Context: an optimization exercise on an open-source flow, tuned for small area, a short achievable clock period and few clock cycles. The choices shown serve that exercise and are no tape-out recipe.
At most, simulation tests tie the RTL to the original design; equivalence was not proved.

==> job 8167: inputs <==
==> flow/design.v (excerpt) <==
module rms_level_meter_peak_hold #(
    parameter int MAX_FRAMES = rlm_pkg::RLM_MAX_FRAMES
) (
    input  logic                                i_clk,
    input  logic                                i_rst_n,
    input  logic                                i_in_valid,
    output logic                                o_in_ready,
    input  logic signed [rlm_pkg::SAMPLE_W-1:0] i_sample,
    input  logic                                i_last_sample,
    output logic                                o_out_valid,
    input  logic                                i_out_ready,
    output logic [rlm_pkg::LEVEL_W-1:0]         o_level,
    output logic [rlm_pkg::LEVEL_W-1:0]         o_peak_level
);
    logic          r_rdy;      
    logic [7:0]    r_cnt;      
    logic [7:0]    r_ncap;     
    logic [14:0]   r_y;        
    logic          r_s;        
    logic          r_v;        
    logic          r_cl;       
    logic          r_done;     
    logic          r_xfer;     
    logic          r_zero;     
    logic [30:0]   r_as;       
    logic [30:0]   r_ac;
    logic          r_c31;      
    logic [7:0]    r_hi;       
    logic [6:0]    r_pk;
    wire       w_busy;
    wire       w_fin;
    wire       w_ov;
    wire [6:0] w_level;
    wire w_full    = ~r_cl & ((r_v & (r_cnt == 8'd254)) | (~r_v & (r_cnt == 8'd255)));
    wire w_take_in = i_in_valid & r_rdy & i_rst_n;
    wire w_close   = w_take_in & (i_last_sample | w_full);
    wire w_block   = r_cl | r_done | w_busy;
    wire w_unblock = r_xfer & ~r_cl;
  ...
clock: 10.0 ns
lec_check: 0
abc_clock_period_in_ps: 3000
cap_margin: 20
core_margin: 2
core_utilization: 40
cts_buf_list: sky130_fd_sc_hd__clkbuf_8
cts_cluster_diameter: 60
cts_cluster_size: 16
slew_margin: 20
standard.sh (not shown) runs the stock make flow with config.mk's settings and CLKGATE_MAP_FILE= SYNTH_SCRIPT=/design/flow/synth_recipe.tcl, a recipe that flattens the netlist after the stock synthesis.
==> flow/flow/run.sh <==
#!/bin/bash
# The standard layout, with repair_timing aiming well past the 10 ns clock so that the
# resizer sizes gates and buffers for the period this design can reach, and a plain buffer
# (not a delay cell) on each port. Constraints unchanged.
set -euo pipefail
MARGIN=$(cat flow/margin.txt)
bash standard.sh SETUP_SLACK_MARGIN=$MARGIN "BUFFER_PORTS_ARGS=-buffer_cell sky130_fd_sc_hd__buf_2" finish > standard_flow.log 2>&1
==> flow/flow/margin.txt <==
6.9
==> job 9054: changes against job 8167 <==
==> flow/flow/margin.txt (replaced) <==
6.8
--- a/flow/config.mk
+++ b/flow/config.mk
@@ -4,12 +4,13 @@
 export VERILOG_FILES = /design/flow/design.v
 export SDC_FILE = /design/flow/constraint.sdc
 export NUM_CORES = 4
 export LEC_CHECK = 0
 export ABC_CLOCK_PERIOD_IN_PS = 3000
 export CAP_MARGIN = 20
 export CORE_MARGIN = 2
-export CORE_UTILIZATION = 40
+export CORE_UTILIZATION = 60
 export CTS_BUF_LIST = sky130_fd_sc_hd__clkbuf_8
 export CTS_CLUSTER_DIAMETER = 60
 export CTS_CLUSTER_SIZE = 16
+export PLACE_DENSITY = 0.8
 export SLEW_MARGIN = 20
==> job 1220: changes against job 8167 <==
--- a/flow/design.v
+++ b/flow/design.v
@@ -6,50 +6,64 @@
     localparam int SUM_W = 39;
 endpackage
 `timescale 1ns / 1ps
 module rlm_ctrl (
     input  logic        i_clk,
     input  logic        i_rst_n,
     input  logic        i_load,
-    input  logic [38:0] i_as,
-    input  logic [31:0] i_ac,
+    input  logic [38:0] i_sum,
     input  logic [7:0]  i_nm1,
     input  logic        i_out_ready,
     output logic        o_busy,
     output logic        o_fin,
     output logic        o_valid,
     output logic [6:0]  o_level
 );
-    logic [4:0]  r_cnt;     
+    logic [3:0]  r_cnt;     
     logic        r_busy;
     logic        r_mul;
     logic        r_dig;     
     logic        r_div;
     logic        r_sqrt;
     logic        r_fin;     
     logic        r_ov;      
     logic [39:0] r_r;
     logic [9:0]  r_c;
-    logic        r_cf;      
-    logic [31:0] r_rc;      
-    logic        r_ca;      
-    wire [2:0] w_ds  = {1'b0, r_r[1:0]} + {1'b0, r_rc[1:0]} + {2'd0, r_ca};
-    wire [1:0] w_dig = r_dig ? w_ds[1:0] : 2'd0;
-    wire [2:0] w_lo  = {1'b0, w_dig} + {1'b0, r_c[1:0]} + {2'd0, r_cf};
-    wire [9:0] w_k   = (w_dig == 2'd0) ? 10'd0 : (w_dig == 2'd1) ? 10'd156 :
-                       (w_dig == 2'd2) ? 10'd312 : 10'd468;
-    wire [9:0] w_cn  = w_k + {2'd0, r_c[9:2]};
+    wire [3:0] w_dig = r_dig ? r_r[3:0] : 4'd0;
+    wire [4:0] w_lo  = {1'b0, w_dig} + {1'b0, r_c[3:0]};
+    logic [9:0] w_k39;
+    always_comb begin
+        case (w_dig)
+            4'd0:  w_k39 = 10'd0;
+            4'd1:  w_k39 = 10'd39;
+            4'd2:  w_k39 = 10'd78;
+            4'd3:  w_k39 = 10'd117;
+            4'd4:  w_k39 = 10'd156;
+            4'd5:  w_k39 = 10'd195;
+            4'd6:  w_k39 = 10'd234;
+            4'd7:  w_k39 = 10'd273;
+            4'd8:  w_k39 = 10'd312;
+            4'd9:  w_k39 = 10'd351;
+            4'd10: w_k39 = 10'd390;
+            4'd11: w_k39 = 10'd429;
+            4'd12: w_k39 = 10'd468;
+            4'd13: w_k39 = 10'd507;
+            4'd14: w_k39 = 10'd546;
+            default: w_k39 = 10'd585;
+        endcase
+    end
+    wire [9:0] w_cn = w_k39 + {4'd0, r_c[9:4]} + {9'd0, w_lo[4]};
     wire [8:0]  w_a   = r_div ? {r_r[39:32], r_r[31]} : {1'b0, r_r[39:32]};
     wire [8:0]  w_b   = r_div ? {1'b0, i_nm1} : {2'b00, r_c[6:0]};
     wire        w_bin = r_div | (r_r[31:30] == 2'b00);
     wire [9:0]  w_d   = {1'b0, w_a} - {1'b0, w_b} - {9'd0, w_bin};
     wire        w_ge  = ~w_d[9];
     wire [7:0]  w_pdiv = w_ge ? w_d[7:0] : w_a[7:0];
     wire [7:0]  w_psq  = w_ge ? {w_d[5:0], r_r[31:30] - 2'd1} : {r_r[37:32], r_r[31:30]};
-    wire w_last = (r_cnt == 5'd0);
+    wire w_last = (r_cnt == 4'd0);
     always_ff @(posedge i_clk) begin
         if (!i_rst_n) begin
             r_busy <= 1'b0;
             r_mul  <= 1'b0;
             r_div  <= 1'b0;
             r_sqrt <= 1'b0;
             r_fin  <= 1'b0;
@@ -75,60 +89,49 @@
                 r_div  <= r_mul;
                 r_sqrt <= r_div;
             end
         end
     end
     always_ff @(posedge i_clk) begin
         if (i_load) begin
-            r_cnt   <= 5'd23;
+            r_cnt   <= 4'd11;
             r_dig   <= 1'b1;
-            r_r     <= {1'b0, i_as};
-            r_rc    <= i_ac;
-            r_ca    <= 1'b0;
+            r_r     <= {1'b0, i_sum};
             r_c     <= 10'd0;
-            r_cf    <= 1'b0;
         end else begin
-            r_cnt   <= w_last ? (r_mul ? 5'd13 : 5'd6) : r_cnt - 5'd1;
-            if (r_cnt == 5'd4) begin
+            r_cnt   <= w_last ? (r_mul ? 4'd13 : 4'd6) : r_cnt - 4'd1;
+            if (r_cnt == 4'd2) begin
                 r_dig <= 1'b0;
             end
-            r_rc       <= {2'b00, r_rc[31:2]};
-            r_ca       <= w_ds[2];
-            r_cf       <= w_lo[2];
-            r_r[17:0]  <= r_r[19:2];
-            if (r_div) begin
+            if (r_mul) begin
+                r_r <= {w_lo[3:0], r_r[39:4]};
+                r_c <= w_cn;
+            end else if (r_div) begin
                 r_r[39:32] <= w_last ? 8'd0 : w_pdiv;
                 r_r[31:18] <= {r_r[30:18], w_ge};
             end else if (r_sqrt) begin
                 r_r[39:32] <= w_psq;
                 r_r[31:18] <= {r_r[29:18], 2'b00};
-            end else begin
-                r_r[39:18] <= {w_lo[1:0], r_r[39:20]};
-            end
-            if (r_mul) begin
-                r_c <= w_cn;
-            end else if (r_sqrt) begin
-                r_c[6:0] <= {r_c[5:0], w_ge};
+                r_c[6:0]   <= {r_c[5:0], w_ge};
             end
         end
     end
     assign o_busy  = r_busy;
     assign o_fin   = r_fin;
     assign o_valid = r_ov;
     assign o_level = r_c[6:0];
 endmodule
 `timescale 1ns / 1ps
 module rlm_csa (
     input  logic [14:0] y,
     input  logic        s,
-    input  logic [30:0] as_,
-    input  logic [30:0] ac,
-    output logic [30:0] os_,
-    output logic [30:0] oc,
-    output logic [0:0] co
+    input  logic [38:0] as_,
+    input  logic [38:0] ac,
+    output logic [38:0] os_,
+    output logic [38:0] oc
 );
     wire w0 = y[0] & y[2];
     wire w1 = y[0] & y[3];
     wire w2 = y[0] & y[4];
     wire w3 = y[0] & y[5];
     wire w4 = y[0] & y[6];
     wire w5 = y[0] & y[7];
@@ -559,14 +562,30 @@
     wire w430 = (w368 & w369) | (w368 & ac[27]) | (w369 & ac[27]);
     wire w431 = w370 ^ w371 ^ ac[28];
     wire w432 = (w370 & w371) | (w370 & ac[28]) | (w371 & ac[28]);
     wire w433 = w372 ^ w373 ^ ac[29];
     wire w434 = (w372 & w373) | (w372 & ac[29]) | (w373 & ac[29]);
     wire w435 = w374 ^ as_[30] ^ ac[30];
     wire w436 = (w374 & as_[30]) | (w374 & ac[30]) | (as_[30] & ac[30]);
+    wire w437 = as_[31] ^ ac[31];
+    wire w438 = as_[31] & ac[31];
+    wire w439 = as_[32] ^ ac[32];
+    wire w440 = as_[32] & ac[32];
+    wire w441 = as_[33] ^ ac[33];
+    wire w442 = as_[33] & ac[33];
+    wire w443 = as_[34] ^ ac[34];
+    wire w444 = as_[34] & ac[34];
+    wire w445 = as_[35] ^ ac[35];
+    wire w446 = as_[35] & ac[35];
+    wire w447 = as_[36] ^ ac[36];
+    wire w448 = as_[36] & ac[36];
+    wire w449 = as_[37] ^ ac[37];
+    wire w450 = as_[37] & ac[37];
+    wire w451 = as_[38] ^ ac[38];
+    wire w452 = as_[38] & ac[38];
     assign os_[0] = w375;
     assign oc[0] = ac[0];
     assign os_[1] = w376;
     assign oc[1] = w377;
     assign os_[2] = w378;
     assign oc[2] = w379;
     assign os_[3] = w380;
@@ -621,15 +640,30 @@
     assign oc[27] = w429;
     assign os_[28] = w430;
     assign oc[28] = w431;
     assign os_[29] = w432;
     assign oc[29] = w433;
     assign os_[30] = w434;
     assign oc[30] = w435;
-    assign co[0] = w436;
+    assign os_[31] = w436;
+    assign oc[31] = w437;
+    assign os_[32] = w438;
+    assign oc[32] = w439;
+    assign os_[33] = w440;
+    assign oc[33] = w441;
+    assign os_[34] = w442;
+    assign oc[34] = w443;
+    assign os_[35] = w444;
+    assign oc[35] = w445;
+    assign os_[36] = w446;
+    assign oc[36] = w447;
+    assign os_[37] = w448;
+    assign oc[37] = w449;
+    assign os_[38] = w450;
+    assign oc[38] = w451;
 endmodule
 `timescale 1ns / 1ps
 module rms_level_meter_peak_hold #(
     parameter int MAX_FRAMES = rlm_pkg::RLM_MAX_FRAMES
 ) (
     input  logic                                i_clk,
     input  logic                                i_rst_n,
@@ -638,28 +672,27 @@
     input  logic signed [rlm_pkg::SAMPLE_W-1:0] i_sample,
     input  logic                                i_last_sample,
     output logic                                o_out_valid,
     input  logic                                i_out_ready,
     output logic [rlm_pkg::LEVEL_W-1:0]         o_level,
     output logic [rlm_pkg::LEVEL_W-1:0]         o_peak_level
 );
+    localparam int SW = rlm_pkg::SUM_W;
     logic          r_rdy;      
     logic [7:0]    r_cnt;      
     logic [7:0]    r_ncap;     
     logic [14:0]   r_y;        
     logic          r_s;        
     logic          r_v;        
     logic          r_cl;       
     logic          r_done;     
     logic          r_xfer;     
     logic          r_zero;     
-    logic [30:0]   r_as;       
-    logic [30:0]   r_ac;
-    logic          r_c31;      
-    logic [7:0]    r_hi;       
+    logic [SW-1:0] r_as;
+    logic [SW-1:0] r_ac;
     logic [6:0]    r_pk;
     wire       w_busy;
     wire       w_fin;
     wire       w_ov;
     wire [6:0] w_level;
     wire w_full    = ~r_cl & ((r_v & (r_cnt == 8'd254)) | (~r_v & (r_cnt == 8'd255)));
     wire w_take_in = i_in_valid & r_rdy & i_rst_n;
@@ -701,38 +734,34 @@
             r_ncap <= r_cnt;
         end
     end
     always_ff @(posedge i_clk) begin
         r_y <= w_take_in ? (i_sample[14:0] ^ {15{i_sample[15]}}) : 15'd0;
         r_s <= w_take_in & i_sample[15];
     end
-    wire [30:0] w_as;
-    wire [30:0] w_ac;
-    wire        w_co;
+    wire [SW-1:0] w_as;
+    wire [SW-1:0] w_ac;
     rlm_csa u_csa (
         .y   (r_y),
         .s   (r_s),
-        .as_ (r_as & {31{~r_zero}}),
-        .ac  (r_ac & {31{~r_zero}}),
+        .as_ (r_as & {SW{~r_zero}}),
+        .ac  (r_ac & {SW{~r_zero}}),
         .os_ (w_as),
-        .oc  (w_ac),
-        .co  (w_co)
+        .oc  (w_ac)
     );
     always_ff @(posedge i_clk) begin
-        r_as  <= w_as;
-        r_ac  <= w_ac;
-        r_c31 <= w_co;
-        r_hi  <= r_zero ? 8'd0 : r_hi + {7'd0, r_c31};
+        r_as <= w_as;
+        r_ac <= w_ac;
     end
+    wire [SW-1:0] w_sum = r_as + r_ac;
     rlm_ctrl u_lvl (
         .i_clk   (i_clk),
         .i_rst_n (i_rst_n),
         .i_load  (r_xfer),
-        .i_as    ({r_hi, r_as}),
-        .i_ac    ({r_c31, r_ac}),
+        .i_sum   (w_sum),
         .i_nm1   (r_ncap),
         .i_out_ready (i_out_ready),
         .o_busy  (w_busy),
         .o_fin   (w_fin),
         .o_valid (w_ov),
         .o_level (w_level)
     );
==> flow/flow/run.sh (replaced) <==
#!/bin/bash
# The standard layout, with repair_timing aiming well past the 10 ns clock so that the
# resizer sizes gates and buffers for the period this design can reach. Constraints unchanged.
set -euo pipefail
MARGIN=$(cat flow/margin.txt)
bash standard.sh SETUP_SLACK_MARGIN=$MARGIN finish > standard_flow.log 2>&1
==> flow/flow/margin.txt (replaced) <==
7.1
==> flow/config.mk (replaced) <==
export PLATFORM = sky130hd
export DESIGN_NAME = rms_level_meter_peak_hold
export DESIGN_NICKNAME = rms_level_meter_peak_hold
export VERILOG_FILES = /design/flow/design.v
export SDC_FILE = /design/flow/constraint.sdc
export NUM_CORES = 4
export LEC_CHECK = 0
export ABC_CLOCK_PERIOD_IN_PS = 3000
export CAP_MARGIN = 20
export CORE_MARGIN = 2
export CORE_UTILIZATION = 40
export SLEW_MARGIN = 20
==> job 9603: changes against job 8167 <==
--- a/flow/design.v
+++ b/flow/design.v
@@ -7,15 +7,15 @@
 endpackage
 `timescale 1ns / 1ps
 module rlm_ctrl (
     input  logic        i_clk,
     input  logic        i_rst_n,
     input  logic        i_load,
     input  logic [38:0] i_as,
-    input  logic [31:0] i_ac,
+    input  logic [38:0] i_ac,
     input  logic [7:0]  i_nm1,
     input  logic        i_out_ready,
     output logic        o_busy,
     output logic        o_fin,
     output logic        o_valid,
     output logic [6:0]  o_level
 );
@@ -26,18 +26,19 @@
     logic        r_div;
     logic        r_sqrt;
     logic        r_fin;     
     logic        r_ov;      
     logic [39:0] r_r;
     logic [9:0]  r_c;
     logic        r_cf;      
-    logic [31:0] r_rc;      
+    logic [38:0] r_rc;      
     logic        r_ca;      
+    logic        r_top;     
     wire [2:0] w_ds  = {1'b0, r_r[1:0]} + {1'b0, r_rc[1:0]} + {2'd0, r_ca};
-    wire [1:0] w_dig = r_dig ? w_ds[1:0] : 2'd0;
+    wire [1:0] w_dig = r_dig ? {w_ds[1] & ~r_top, w_ds[0]} : 2'd0;
     wire [2:0] w_lo  = {1'b0, w_dig} + {1'b0, r_c[1:0]} + {2'd0, r_cf};
     wire [9:0] w_k   = (w_dig == 2'd0) ? 10'd0 : (w_dig == 2'd1) ? 10'd156 :
                        (w_dig == 2'd2) ? 10'd312 : 10'd468;
     wire [9:0] w_cn  = w_k + {2'd0, r_c[9:2]};
     wire [8:0]  w_a   = r_div ? {r_r[39:32], r_r[31]} : {1'b0, r_r[39:32]};
     wire [8:0]  w_b   = r_div ? {1'b0, i_nm1} : {2'b00, r_c[6:0]};
     wire        w_bin = r_div | (r_r[31:30] == 2'b00);
@@ -80,22 +81,24 @@
     always_ff @(posedge i_clk) begin
         if (i_load) begin
             r_cnt   <= 5'd23;
             r_dig   <= 1'b1;
             r_r     <= {1'b0, i_as};
             r_rc    <= i_ac;
             r_ca    <= 1'b0;
+            r_top   <= 1'b0;
             r_c     <= 10'd0;
             r_cf    <= 1'b0;
         end else begin
             r_cnt   <= w_last ? (r_mul ? 5'd13 : 5'd6) : r_cnt - 5'd1;
+            r_top <= (r_cnt == 5'd5);
             if (r_cnt == 5'd4) begin
                 r_dig <= 1'b0;
             end
-            r_rc       <= {2'b00, r_rc[31:2]};
+            r_rc       <= {2'b00, r_rc[38:2]};
             r_ca       <= w_ds[2];
             r_cf       <= w_lo[2];
             r_r[17:0]  <= r_r[19:2];
             if (r_div) begin
                 r_r[39:32] <= w_last ? 8'd0 : w_pdiv;
                 r_r[31:18] <= {r_r[30:18], w_ge};
             end else if (r_sqrt) begin
@@ -116,19 +119,18 @@
     assign o_valid = r_ov;
     assign o_level = r_c[6:0];
 endmodule
 `timescale 1ns / 1ps
 module rlm_csa (
     input  logic [14:0] y,
     input  logic        s,
-    input  logic [30:0] as_,
-    input  logic [30:0] ac,
-    output logic [30:0] os_,
-    output logic [30:0] oc,
-    output logic [0:0] co
+    input  logic [38:0] as_,
+    input  logic [38:0] ac,
+    output logic [38:0] os_,
+    output logic [38:0] oc
 );
     wire w0 = y[0] & y[2];
     wire w1 = y[0] & y[3];
     wire w2 = y[0] & y[4];
     wire w3 = y[0] & y[5];
     wire w4 = y[0] & y[6];
     wire w5 = y[0] & y[7];
@@ -559,14 +561,30 @@
     wire w430 = (w368 & w369) | (w368 & ac[27]) | (w369 & ac[27]);
     wire w431 = w370 ^ w371 ^ ac[28];
     wire w432 = (w370 & w371) | (w370 & ac[28]) | (w371 & ac[28]);
     wire w433 = w372 ^ w373 ^ ac[29];
     wire w434 = (w372 & w373) | (w372 & ac[29]) | (w373 & ac[29]);
     wire w435 = w374 ^ as_[30] ^ ac[30];
     wire w436 = (w374 & as_[30]) | (w374 & ac[30]) | (as_[30] & ac[30]);
+    wire w437 = as_[31] ^ ac[31];
+    wire w438 = as_[31] & ac[31];
+    wire w439 = as_[32] ^ ac[32];
+    wire w440 = as_[32] & ac[32];
+    wire w441 = as_[33] ^ ac[33];
+    wire w442 = as_[33] & ac[33];
+    wire w443 = as_[34] ^ ac[34];
+    wire w444 = as_[34] & ac[34];
+    wire w445 = as_[35] ^ ac[35];
+    wire w446 = as_[35] & ac[35];
+    wire w447 = as_[36] ^ ac[36];
+    wire w448 = as_[36] & ac[36];
+    wire w449 = as_[37] ^ ac[37];
+    wire w450 = as_[37] & ac[37];
+    wire w451 = as_[38] ^ ac[38];
+    wire w452 = as_[38] & ac[38];
     assign os_[0] = w375;
     assign oc[0] = ac[0];
     assign os_[1] = w376;
     assign oc[1] = w377;
     assign os_[2] = w378;
     assign oc[2] = w379;
     assign os_[3] = w380;
@@ -621,15 +639,30 @@
     assign oc[27] = w429;
     assign os_[28] = w430;
     assign oc[28] = w431;
     assign os_[29] = w432;
     assign oc[29] = w433;
     assign os_[30] = w434;
     assign oc[30] = w435;
-    assign co[0] = w436;
+    assign os_[31] = w436;
+    assign oc[31] = w437;
+    assign os_[32] = w438;
+    assign oc[32] = w439;
+    assign os_[33] = w440;
+    assign oc[33] = w441;
+    assign os_[34] = w442;
+    assign oc[34] = w443;
+    assign os_[35] = w444;
+    assign oc[35] = w445;
+    assign os_[36] = w446;
+    assign oc[36] = w447;
+    assign os_[37] = w448;
+    assign oc[37] = w449;
+    assign os_[38] = w450;
+    assign oc[38] = w451;
 endmodule
 `timescale 1ns / 1ps
 module rms_level_meter_peak_hold #(
     parameter int MAX_FRAMES = rlm_pkg::RLM_MAX_FRAMES
 ) (
     input  logic                                i_clk,
     input  logic                                i_rst_n,
@@ -638,28 +671,27 @@
     input  logic signed [rlm_pkg::SAMPLE_W-1:0] i_sample,
     input  logic                                i_last_sample,
     output logic                                o_out_valid,
     input  logic                                i_out_ready,
     output logic [rlm_pkg::LEVEL_W-1:0]         o_level,
     output logic [rlm_pkg::LEVEL_W-1:0]         o_peak_level
 );
+    localparam int SW = rlm_pkg::SUM_W;
     logic          r_rdy;      
     logic [7:0]    r_cnt;      
     logic [7:0]    r_ncap;     
     logic [14:0]   r_y;        
     logic          r_s;        
     logic          r_v;        
     logic          r_cl;       
     logic          r_done;     
     logic          r_xfer;     
     logic          r_zero;     
-    logic [30:0]   r_as;       
-    logic [30:0]   r_ac;
-    logic          r_c31;      
-    logic [7:0]    r_hi;       
+    logic [SW-1:0] r_as;
+    logic [SW-1:0] r_ac;
     logic [6:0]    r_pk;
     wire       w_busy;
     wire       w_fin;
     wire       w_ov;
     wire [6:0] w_level;
     wire w_full    = ~r_cl & ((r_v & (r_cnt == 8'd254)) | (~r_v & (r_cnt == 8'd255)));
     wire w_take_in = i_in_valid & r_rdy & i_rst_n;
@@ -701,38 +733,34 @@
             r_ncap <= r_cnt;
         end
     end
     always_ff @(posedge i_clk) begin
         r_y <= w_take_in ? (i_sample[14:0] ^ {15{i_sample[15]}}) : 15'd0;
         r_s <= w_take_in & i_sample[15];
     end
-    wire [30:0] w_as;
-    wire [30:0] w_ac;
-    wire        w_co;
+    wire [SW-1:0] w_as;
+    wire [SW-1:0] w_ac;
     rlm_csa u_csa (
         .y   (r_y),
         .s   (r_s),
-        .as_ (r_as & {31{~r_zero}}),
-        .ac  (r_ac & {31{~r_zero}}),
+        .as_ (r_as & {SW{~r_zero}}),
+        .ac  (r_ac & {SW{~r_zero}}),
         .os_ (w_as),
-        .oc  (w_ac),
-        .co  (w_co)
+        .oc  (w_ac)
     );
     always_ff @(posedge i_clk) begin
-        r_as  <= w_as;
-        r_ac  <= w_ac;
-        r_c31 <= w_co;
-        r_hi  <= r_zero ? 8'd0 : r_hi + {7'd0, r_c31};
+        r_as <= w_as;
+        r_ac <= w_ac;
     end
     rlm_ctrl u_lvl (
         .i_clk   (i_clk),
         .i_rst_n (i_rst_n),
         .i_load  (r_xfer),
-        .i_as    ({r_hi, r_as}),
-        .i_ac    ({r_c31, r_ac}),
+        .i_as    (r_as),
+        .i_ac    (r_ac),
         .i_nm1   (r_ncap),
         .i_out_ready (i_out_ready),
         .o_busy  (w_busy),
         .o_fin   (w_fin),
         .o_valid (w_ov),
         .o_level (w_level)
     );
==> flow/flow/run.sh (replaced) <==
#!/bin/bash
# The standard layout, with repair_timing aiming well past the 10 ns clock so that the
# resizer sizes gates and buffers for the period this design can reach. Constraints unchanged.
set -euo pipefail
MARGIN=$(cat flow/margin.txt)
bash standard.sh SETUP_SLACK_MARGIN=$MARGIN finish > standard_flow.log 2>&1
==> flow/flow/margin.txt (replaced) <==
6.8
==> flow/config.mk (replaced) <==
export PLATFORM = sky130hd
export DESIGN_NAME = rms_level_meter_peak_hold
export DESIGN_NICKNAME = rms_level_meter_peak_hold
export VERILOG_FILES = /design/flow/design.v
export SDC_FILE = /design/flow/constraint.sdc
export NUM_CORES = 4
export LEC_CHECK = 0
export ABC_CLOCK_PERIOD_IN_PS = 3000
export CAP_MARGIN = 20
export CORE_MARGIN = 2
export CORE_UTILIZATION = 40
export CTS_BUF_LIST = sky130_fd_sc_hd__clkbuf_8 sky130_fd_sc_hd__clkbuf_16
export CTS_CLUSTER_DIAMETER = 80
export CTS_CLUSTER_SIZE = 20
export SLEW_MARGIN = 20
==> results.txt <==
Max stage delay cell, worst path fa_1; R2R setup slack 6.94 ns; status finished clean; adder-cell area share of the yosys netlist 27.2%; CTS buffer count 23
The numbers above come from job 8167.

==> results.txt <==
status finished clean; skew final between 0.02 and 0.03 ns; mux contribution to synthesized area 7.32%; adder-cell area share of the yosys netlist 27.2%; Seq cells ~210; Max stage delay cell, worst path dfxtp_2; CTS buffer count 23; number of remaining DRC errors 0; Via density between 5 and 6; TNS Setup 0 ns
The numbers above come from job 9054.

==> results.txt <==
status finished clean; CTS buffer count 17; Yosys top cell area share 32.8%; adder-cell area share of the yosys netlist 26.7%; library cells used by synthesis 63; fraction of area in registers 31.3%; Top Ports 37; Max stage delay cell, worst path dfxtp_2; commonest cells after routing, fill and taps aside inv_1, dfxtp_1, fa_1, nand2_1, and2_1; final critical-path required period 3.17 ns
The numbers above come from job 9603.

==> results.txt <==
critical path's top delay family compound AO/OA/AOI/OAI gates; routed length on met3 ~1.1 mm; adder-cell area share of the yosys netlist 28.1%; CTS buffer count 17; Biggest consumer combinational logic; status finished clean; R2R setup slack 6.78 ns; met1 usage 22.0%; Max stage delay cell, worst path edfxtp_1
The numbers above come from job 1220.

Testbench counts of job 8167, summed over its fixed seeds: cycles 32,134.
Testbench counts of job 9054, summed over its fixed seeds: cycles 32,134.
No functional check of the RTL was part of job 1220 and job 9603.

port drivers added, routing unchanged:
The flow's constraints put no driver on any port. The routed layouts listed below were extracted and timed again, unchanged, in two steps.
Step 1: set_driving_cell puts a clkbuf_16 on i_clk and a buf_2 on each other input, an assumption about the parent block.
Step 2 adds t to the input delays and takes it off the output delays; t is the mean of the earliest and latest rising clock arrival at the registers after step 1. Input paths then give back, and output paths get back, about the clock's delay inside the block.
Slacks: ideal / step 1 / step 2; pairs: ideal / step 1.
run | t, ns | slack for setup (ns) | hold WS [ns] | worst setup path after step 2 | pins driven straight from the clock port
job 8167 | 0.589 | 6.938 / 6.899 / 6.538 | 0.436 / 0.436 / 0.436 | input to register | 1
job 9054 | 0.584 | 6.858 / 6.818 / 6.534 | 0.436 / 0.436 / 0.436 | input to register | 1
job 1220 | 0.498 | 6.778 / 6.778 / 6.778 | 0.479 / 0.479 / 0.479 | register to register | 1
job 9603 | 0.543 | 6.832 / 6.785 / 6.618 | 0.457 / 0.457 / 0.457 | input to register | 1
After both steps every run listed still meets setup and hold. The setup slack of job 8167, which loses most, moves by -0.039 ns with the drivers and by -0.400 ns with both steps.
